Context: an optimization exercise on an open-source flow, tuned for small area and few clock cycles per item. The choices shown serve that exercise and are no tape-out recipe. In this exercise RTL edits were held to simulation tests only and were not proved equivalent to the original.

==> tundra: inputs <==
Design bitonic_topk_merge, start of the top module:
module bitonic_topk_merge
#(
   parameter int unsigned K = 16
)
(
   input  logic                  clk,
   input  logic                  rst,
   input  logic                  in_valid,
   output logic                  in_ready,
   input  logic [K*bitonic_topk_merge_pkg::ELEM_W-1:0]   in_data,
   output logic                  out_valid,
   input  logic                  out_ready,
   output logic [K*bitonic_topk_merge_pkg::ELEM_W-1:0]   out_data
);
==> module compare_swap_asc, before the edit <==
module compare_swap_asc
(
   input  bitonic_topk_merge_pkg::elem_t a_i,
   input  bitonic_topk_merge_pkg::elem_t b_i,
   output bitonic_topk_merge_pkg::elem_t lo_c_o,
   output bitonic_topk_merge_pkg::elem_t hi_c_o
);
   logic swap_c;
   assign swap_c = (a_i > b_i);
   assign lo_c_o = swap_c ? b_i : a_i;
   assign hi_c_o = swap_c ? a_i : b_i;
endmodule
==> module bitonic_merge_layer, before the edit <==
module bitonic_merge_layer
#(
   parameter int unsigned K = 16,
   parameter int unsigned D = 8
)
(
   input  logic          clk,
   input  logic          rst,
   input  logic          en_i,
   input  logic          valid_i,
   input  bitonic_topk_merge_pkg::elem_t [K-1:0] data_i,
   output logic          valid_o,
   output bitonic_topk_merge_pkg::elem_t [K-1:0] data_o
);
   bitonic_topk_merge_pkg::elem_t [K-1:0] data_d;
   bitonic_topk_merge_pkg::elem_t [K-1:0] data_q;
   logic          valid_q;
   for (genvar i = 0; i < int'(K); i++) begin : g_pair
      if ((i & int'(D)) == 0) begin : g_cas
         compare_swap_asc u_cas (
            .a_i    (data_i[i]),
            .b_i    (data_i[i+int'(D)]),
            .lo_c_o (data_d[i]),
            .hi_c_o (data_d[i+int'(D)])
         );
      end
   end
   always_ff @(posedge clk) begin
      if (rst) begin
         data_q  <= '0;
         valid_q <= 1'b0;
      end else if (en_i) begin
         data_q  <= data_d;
         valid_q <= valid_i;
      end
   end
   assign data_o  = data_q;
   assign valid_o = valid_q;
endmodule
==> module bitonic_topk_merge, before the edit <==
module bitonic_topk_merge
#(
   parameter int unsigned K = 16
)
(
   input  logic                  clk,
   input  logic                  rst,
   input  logic                  in_valid,
   output logic                  in_ready,
   input  logic [K*bitonic_topk_merge_pkg::ELEM_W-1:0]   in_data,
   output logic                  out_valid,
   input  logic                  out_ready,
   output logic [K*bitonic_topk_merge_pkg::ELEM_W-1:0]   out_data
);
   localparam int unsigned LOG2K = bitonic_topk_merge_pkg::log2k(K);
   logic          en;
   logic          stage_valid [LOG2K+1];
   bitonic_topk_merge_pkg::elem_t [K-1:0] stage_data  [LOG2K+1];
   assign en       = out_ready | ~out_valid;
   assign in_ready = en;
   assign stage_valid[0] = in_valid & en;
   assign stage_data[0]  = in_data;
   for (genvar s = 0; s < int'(LOG2K); s++) begin : g_layer
      bitonic_merge_layer #(
         .K (K),
         .D (K >> (s + 1))
      ) u_layer (
         .clk     (clk),
         .rst     (rst),
         .en_i    (en),
         .valid_i (stage_valid[s]),
         .data_i  (stage_data[s]),
         .valid_o (stage_valid[s+1]),
         .data_o  (stage_data[s+1])
      );
   end
   assign out_valid = stage_valid[LOG2K];
   assign out_data  = stage_data[LOG2K];
endmodule
Settings: LEC_CHECK=0, CAP_MARGIN=20, CORE_MARGIN=2, CORE_UTILIZATION=40, PLACE_DENSITY=0.6, SLEW_MARGIN=20; clock period 5.0 ns.
run.sh (not shown) runs the stock make flow with config.mk's settings and CLKGATE_MAP_FILE= SYNTH_SCRIPT=/design/flow/synth_recipe.tcl, a recipe that flattens the netlist after the stock synthesis.
==> inputs of lagoon, as changes to tundra <==
==> flow/design.v (replaced) <==
package bitonic_topk_merge_pkg;
   localparam int unsigned ELEM_W    = 16;
   localparam int unsigned K_DEFAULT = 16;
   typedef logic signed [ELEM_W-1:0] elem_t;
   typedef elem_t [K_DEFAULT-1:0]     vec_t;
   function automatic integer log2k(input integer k);
      log2k = $clog2(k);
   endfunction
endpackage
module signed_gt
(
   input  bitonic_topk_merge_pkg::elem_t a_i,
   input  bitonic_topk_merge_pkg::elem_t b_i,
   output logic                          gt_o
);
   localparam int W = int'(bitonic_topk_merge_pkg::ELEM_W);
   logic [W-1:0] ua, ub, g, p;
   assign ua = {~a_i[W-1], a_i[W-2:0]};
   assign ub = {~b_i[W-1], b_i[W-2:0]};
   assign g  = ua & ~ub;
   assign p  = ua | ~ub;
   logic [W/2-1:0] g1, p1;
   logic [W/4-1:0] g2, p2;
   logic [W/8-1:0] g3, p3;
   for (genvar k = 0; k < W / 2; k++) begin : g_l1
      assign g1[k] = g[2*k+1] | (p[2*k+1] & g[2*k]);
      assign p1[k] = p[2*k+1] & p[2*k];
   end
   for (genvar k = 0; k < W / 4; k++) begin : g_l2
      assign g2[k] = g1[2*k+1] | (p1[2*k+1] & g1[2*k]);
      assign p2[k] = p1[2*k+1] & p1[2*k];
   end
   for (genvar k = 0; k < W / 8; k++) begin : g_l3
      assign g3[k] = g2[2*k+1] | (p2[2*k+1] & g2[2*k]);
      assign p3[k] = p2[2*k+1] & p2[2*k];
   end
   assign gt_o = g3[1] | (p3[1] & g3[0]);
endmodule
module compare_swap_asc
(
   input  bitonic_topk_merge_pkg::elem_t a_i,
   input  bitonic_topk_merge_pkg::elem_t b_i,
   output bitonic_topk_merge_pkg::elem_t lo_c_o,
   output bitonic_topk_merge_pkg::elem_t hi_c_o
);
   logic swap_c;
   signed_gt u_gt (.a_i (a_i), .b_i (b_i), .gt_o (swap_c));
   assign lo_c_o = swap_c ? b_i : a_i;
   assign hi_c_o = swap_c ? a_i : b_i;
endmodule
module bitonic_merge_layer
#(
   parameter int unsigned K = 16,
   parameter int unsigned D = 8
)
(
   input  bitonic_topk_merge_pkg::elem_t [K-1:0] data_i,
   output bitonic_topk_merge_pkg::elem_t [K-1:0] data_o
);
   for (genvar i = 0; i < int'(K); i++) begin : g_pair
      if ((i & int'(D)) == 0) begin : g_cas
         compare_swap_asc u_cas (
            .a_i    (data_i[i]),
            .b_i    (data_i[i+int'(D)]),
            .lo_c_o (data_o[i]),
            .hi_c_o (data_o[i+int'(D)])
         );
      end
   end
endmodule
module bitonic_merge_cmp
#(
   parameter int unsigned K = 16,
   parameter int unsigned D = 8
)
(
   input  bitonic_topk_merge_pkg::elem_t [K-1:0] data_i,
   output logic [K/2-1:0]                        swap_o
);
   for (genvar i = 0; i < int'(K); i++) begin : g_pair
      if ((i & int'(D)) == 0) begin : g_cmp
         localparam int J = ((i / (2 * int'(D))) * int'(D)) + (i % int'(D));
         signed_gt u_gt (
            .a_i  (data_i[i]),
            .b_i  (data_i[i+int'(D)]),
            .gt_o (swap_o[J])
         );
      end
   end
endmodule
module bitonic_merge_swap
#(
   parameter int unsigned K = 16,
   parameter int unsigned D = 8
)
(
   input  bitonic_topk_merge_pkg::elem_t [K-1:0] data_i,
   input  logic [K/2-1:0]                        swap_i,
   output bitonic_topk_merge_pkg::elem_t [K-1:0] data_o
);
   for (genvar i = 0; i < int'(K); i++) begin : g_pair
      if ((i & int'(D)) == 0) begin : g_mux
         localparam int J = ((i / (2 * int'(D))) * int'(D)) + (i % int'(D));
         assign data_o[i]          = swap_i[J] ? data_i[i+int'(D)] : data_i[i];
         assign data_o[i+int'(D)]  = swap_i[J] ? data_i[i] : data_i[i+int'(D)];
      end
   end
endmodule
module bitonic_topk_merge
#(
   parameter int unsigned K = 16
)
(
   input  logic                  clk,
   input  logic                  rst,
   input  logic                  in_valid,
   output logic                  in_ready,
   input  logic [K*bitonic_topk_merge_pkg::ELEM_W-1:0]   in_data,
   output logic                  out_valid,
   input  logic                  out_ready,
   output logic [K*bitonic_topk_merge_pkg::ELEM_W-1:0]   out_data
);
   localparam int unsigned LOG2K = bitonic_topk_merge_pkg::log2k(K);
   localparam int unsigned SPLIT = LOG2K / 2;
   logic          en;
   logic          valid_q;
   logic [K/2-1:0] swap_d, swap_q;
   bitonic_topk_merge_pkg::elem_t [K-1:0] stage_data [LOG2K+1];
   bitonic_topk_merge_pkg::elem_t [K-1:0] data_q;
   assign en       = out_ready | ~out_valid;
   assign in_ready = en;
   assign stage_data[0] = in_data;
   for (genvar s = 0; s < int'(LOG2K); s++) begin : g_layer
      if (s == int'(SPLIT)) begin : g_split
         bitonic_merge_cmp #(
            .K (K),
            .D (K >> (s + 1))
         ) u_cmp (
            .data_i (stage_data[s]),
            .swap_o (swap_d)
         );
         bitonic_merge_swap #(
            .K (K),
            .D (K >> (s + 1))
         ) u_swap (
            .data_i (data_q),
            .swap_i (swap_q),
            .data_o (stage_data[s+1])
         );
      end else begin : g_comb
         bitonic_merge_layer #(
            .K (K),
            .D (K >> (s + 1))
         ) u_layer (
            .data_i (stage_data[s]),
            .data_o (stage_data[s+1])
         );
      end
   end
   always_ff @(posedge clk) begin
      if (rst) begin
         valid_q <= 1'b0;
      end else if (en) begin
         valid_q <= in_valid;
      end
   end
   always_ff @(posedge clk) begin
      if (en) begin
         data_q <= stage_data[SPLIT];
         swap_q <= swap_d;
      end
   end
   assign out_valid = valid_q;
   assign out_data  = stage_data[LOG2K];
endmodule
ABC_AREA = 1   (was default)
==> inputs of zinc, as changes to tundra <==
==> flow/design.v (replaced) <==
package bitonic_topk_merge_pkg;
   localparam int unsigned ELEM_W    = 16;
   localparam int unsigned K_DEFAULT = 16;
   typedef logic signed [ELEM_W-1:0] elem_t;
   typedef elem_t [K_DEFAULT-1:0]     vec_t;
   function automatic integer log2k(input integer k);
      log2k = $clog2(k);
   endfunction
endpackage
module signed_gt
(
   input  bitonic_topk_merge_pkg::elem_t a_i,
   input  bitonic_topk_merge_pkg::elem_t b_i,
   output logic                          gt_o
);
   localparam int W = int'(bitonic_topk_merge_pkg::ELEM_W);
   logic [W-1:0] ua, ub, g, p;
   assign ua = {~a_i[W-1], a_i[W-2:0]};
   assign ub = {~b_i[W-1], b_i[W-2:0]};
   assign g  = ua & ~ub;
   assign p  = ua | ~ub;
   logic [W/2-1:0] g1, p1;
   logic [W/4-1:0] g2, p2;
   logic [W/8-1:0] g3, p3;
   for (genvar k = 0; k < W / 2; k++) begin : g_l1
      assign g1[k] = g[2*k+1] | (p[2*k+1] & g[2*k]);
      assign p1[k] = p[2*k+1] & p[2*k];
   end
   for (genvar k = 0; k < W / 4; k++) begin : g_l2
      assign g2[k] = g1[2*k+1] | (p1[2*k+1] & g1[2*k]);
      assign p2[k] = p1[2*k+1] & p1[2*k];
   end
   for (genvar k = 0; k < W / 8; k++) begin : g_l3
      assign g3[k] = g2[2*k+1] | (p2[2*k+1] & g2[2*k]);
      assign p3[k] = p2[2*k+1] & p2[2*k];
   end
   assign gt_o = g3[1] | (p3[1] & g3[0]);
endmodule
module compare_swap_asc
(
   input  bitonic_topk_merge_pkg::elem_t a_i,
   input  bitonic_topk_merge_pkg::elem_t b_i,
   output bitonic_topk_merge_pkg::elem_t lo_c_o,
   output bitonic_topk_merge_pkg::elem_t hi_c_o
);
   logic swap_c;
   signed_gt u_gt (.a_i (a_i), .b_i (b_i), .gt_o (swap_c));
   assign lo_c_o = swap_c ? b_i : a_i;
   assign hi_c_o = swap_c ? a_i : b_i;
endmodule
module bitonic_merge_layer
#(
   parameter int unsigned K = 16,
   parameter int unsigned D = 8
)
(
   input  bitonic_topk_merge_pkg::elem_t [K-1:0] data_i,
   output bitonic_topk_merge_pkg::elem_t [K-1:0] data_o
);
   for (genvar i = 0; i < int'(K); i++) begin : g_pair
      if ((i & int'(D)) == 0) begin : g_cas
         compare_swap_asc u_cas (
            .a_i    (data_i[i]),
            .b_i    (data_i[i+int'(D)]),
            .lo_c_o (data_o[i]),
            .hi_c_o (data_o[i+int'(D)])
         );
      end
   end
endmodule
module bitonic_merge_cmp
#(
   parameter int unsigned K = 16,
   parameter int unsigned D = 8
)
(
   input  bitonic_topk_merge_pkg::elem_t [K-1:0] data_i,
   output logic [K/2-1:0]                        swap_o
);
   for (genvar i = 0; i < int'(K); i++) begin : g_pair
      if ((i & int'(D)) == 0) begin : g_cmp
         localparam int J = ((i / (2 * int'(D))) * int'(D)) + (i % int'(D));
         signed_gt u_gt (
            .a_i  (data_i[i]),
            .b_i  (data_i[i+int'(D)]),
            .gt_o (swap_o[J])
         );
      end
   end
endmodule
module bitonic_merge_swap
#(
   parameter int unsigned K = 16,
   parameter int unsigned D = 8
)
(
   input  bitonic_topk_merge_pkg::elem_t [K-1:0] data_i,
   input  logic [K/2-1:0]                        swap_i,
   output bitonic_topk_merge_pkg::elem_t [K-1:0] data_o
);
   for (genvar i = 0; i < int'(K); i++) begin : g_pair
      if ((i & int'(D)) == 0) begin : g_mux
         localparam int J = ((i / (2 * int'(D))) * int'(D)) + (i % int'(D));
         assign data_o[i]          = swap_i[J] ? data_i[i+int'(D)] : data_i[i];
         assign data_o[i+int'(D)]  = swap_i[J] ? data_i[i] : data_i[i+int'(D)];
      end
   end
endmodule
module bitonic_merge_layer_reg
#(
   parameter int unsigned K = 16,
   parameter int unsigned D = 8
)
(
   input  logic                                  clk,
   input  logic                                  en_i,
   input  bitonic_topk_merge_pkg::elem_t [K-1:0] data_i,
   output bitonic_topk_merge_pkg::elem_t [K-1:0] data_o
);
   localparam int W = int'(bitonic_topk_merge_pkg::ELEM_W);
   bitonic_topk_merge_pkg::elem_t [K-1:0] data_q;
   for (genvar i = 0; i < int'(K); i++) begin : g_pair
      if ((i & int'(D)) == 0) begin : g_cas
         bitonic_topk_merge_pkg::elem_t a, b;
         logic gt, ld_keep, ld_swap;
         assign a = data_i[i];
         assign b = data_i[i+int'(D)];
         signed_gt u_gt (.a_i (a), .b_i (b), .gt_o (gt));
         assign ld_keep = en_i & ~gt;
         assign ld_swap = en_i & gt;
         always_ff @(posedge clk) begin
            data_q[i]         <= ({W{ld_keep}} & a) | ({W{ld_swap}} & b)
                               | ({W{~en_i}} & data_q[i]);
            data_q[i+int'(D)] <= ({W{ld_keep}} & b) | ({W{ld_swap}} & a)
                               | ({W{~en_i}} & data_q[i+int'(D)]);
         end
      end
   end
   assign data_o = data_q;
endmodule
module bitonic_topk_merge
#(
   parameter int unsigned K = 16
)
(
   input  logic                  clk,
   input  logic                  rst,
   input  logic                  in_valid,
   output logic                  in_ready,
   input  logic [K*bitonic_topk_merge_pkg::ELEM_W-1:0]   in_data,
   output logic                  out_valid,
   input  logic                  out_ready,
   output logic [K*bitonic_topk_merge_pkg::ELEM_W-1:0]   out_data
);
   localparam int unsigned LOG2K = bitonic_topk_merge_pkg::log2k(K);
   localparam int unsigned SPLIT = LOG2K / 2;
   logic          en;
   logic          valid_q;
   bitonic_topk_merge_pkg::elem_t [K-1:0] stage_data [LOG2K+1];
   bitonic_topk_merge_pkg::elem_t [K-1:0] data_q;
   assign en       = out_ready | ~out_valid;
   assign in_ready = en;
   assign stage_data[0] = in_data;
   for (genvar s = 0; s < int'(LOG2K); s++) begin : g_layer
      if (s == int'(SPLIT) - 1) begin : g_reg
         bitonic_merge_layer_reg #(
            .K (K),
            .D (K >> (s + 1))
         ) u_layer (
            .clk    (clk),
            .en_i   (en),
            .data_i (stage_data[s]),
            .data_o (data_q)
         );
         assign stage_data[s+1] = data_q;
      end else begin : g_comb
         bitonic_merge_layer #(
            .K (K),
            .D (K >> (s + 1))
         ) u_layer (
            .data_i (stage_data[s]),
            .data_o (stage_data[s+1])
         );
      end
   end
   always_ff @(posedge clk) begin
      if (rst) begin
         valid_q <= 1'b0;
      end else if (en) begin
         valid_q <= in_valid;
      end
   end
   assign out_valid = valid_q;
   assign out_data  = stage_data[LOG2K];
endmodule
ABC_AREA = 1   (was default)
SETUP_SLACK_MARGIN = 0.1   (was default)
==> run notes <==
Status: zinc complete, no violations; tundra complete, no violations; lagoon failed layout checks
Violated checks: zinc -; tundra -; lagoon setup timing
Startpoint of the worst hold path: zinc g_layer[1].g_reg.u_layer.data_q[64]$_DFF_P_; tundra g_layer[2].u_layer.valid_q$_SDFFE_PP0N_; lagoon valid_q$_SDFFE_PP0P_
Arithmetic-cell share of the synthesized area counting full adders, half adders and majority gates: zinc 0%; tundra 10.8%; lagoon 0%
Core ar.: zinc 80,300 µm²; tundra 147,000 µm²; lagoon 75,900 µm²
Skew final: zinc 0.0244 ns; tundra 0.0259 ns; lagoon 0.0245 ns
Hpwl dp: zinc 135,000 µm; tundra 170,000 µm; lagoon 125,000 µm
Worst setup path category: zinc flip-flop to output pin; tundra input port to output pin; lagoon flip-flop to output pin
Final core utilization: zinc 53.9%; tundra 47.2%; lagoon 55.3%
Quantity of gates resized following cts: zinc 159; tundra 0; lagoon 63
Die area: zinc 83,100 µm²; tundra 151,000 µm²; lagoon 79,000 µm²
Vias per inst: zinc 5.68; tundra 5.79; lagoon 5.29
Overall track demand over capacity in global routing: zinc 38.3%; tundra 28.3%; lagoon 36.2%
Drt wl/cell: zinc 21.3 µm; tundra 23.7 µm; lagoon 20.7 µm
Post-layout instance count excluding filler cells: zinc 8,073; tundra 9,331; lagoon 7,268
Antenna Cells: zinc 7; tundra 14; lagoon 1
Non-clock buffer contribution to total cell area: zinc 21.4%; tundra 9.14%; lagoon 23.2%
Hold Path End: zinc g_layer[1].g_reg.u_layer.data_q[64]$_DFF_P_; tundra g_layer[2].u_layer.valid_q$_SDFFE_PP0N_; lagoon valid_q$_SDFFE_PP0P_
Combined area of the multi-input logic cells: zinc 23,300 µm²; tundra 34,100 µm²; lagoon 19,000 µm²
Testbench counts of tundra, summed over its fixed seeds: cycles 2,080, items 2,048.
Testbench counts of lagoon, summed over its fixed seeds: cycles 2,056, items 2,048.
Testbench counts of zinc, summed over its fixed seeds: cycles 2,056, items 2,048.

port drivers added, routing unchanged:
The flow's constraints put no driver on any port. The routed layouts listed below were extracted and timed again, unchanged, in two steps. Step 1 sets driving cells, clkbuf_16 on the clock port and buf_2 on the other inputs (assumed; they add their load-dependent delay and slew). Step 2 also shifts input and output timing later by t, the mid clock arrival at the registers, as if the neighbouring blocks saw the same clock. Three values: ideal, step 1, step 2; two values: the first two.
run | shift t [ns] | setup WS [ns] | latest minus earliest clock arrival (ns) | worst register clock-pin slew, ns
tundra | 0.811 | 1.221 / 1.192 / 0.696 | 0.030 / 0.031 | 0.07 / 0.07
lagoon | 0.670 | -0.006 / -0.075 / -0.284 | 0.031 / 0.032 | 0.08 / 0.08
zinc | 0.624 | 0.215 / 0.149 / 0.052 | 0.029 / 0.028 | 0.07 / 0.07
The setup slack of tundra, which loses most, moves by -0.029 ns with the drivers and by -0.525 ns with both steps.
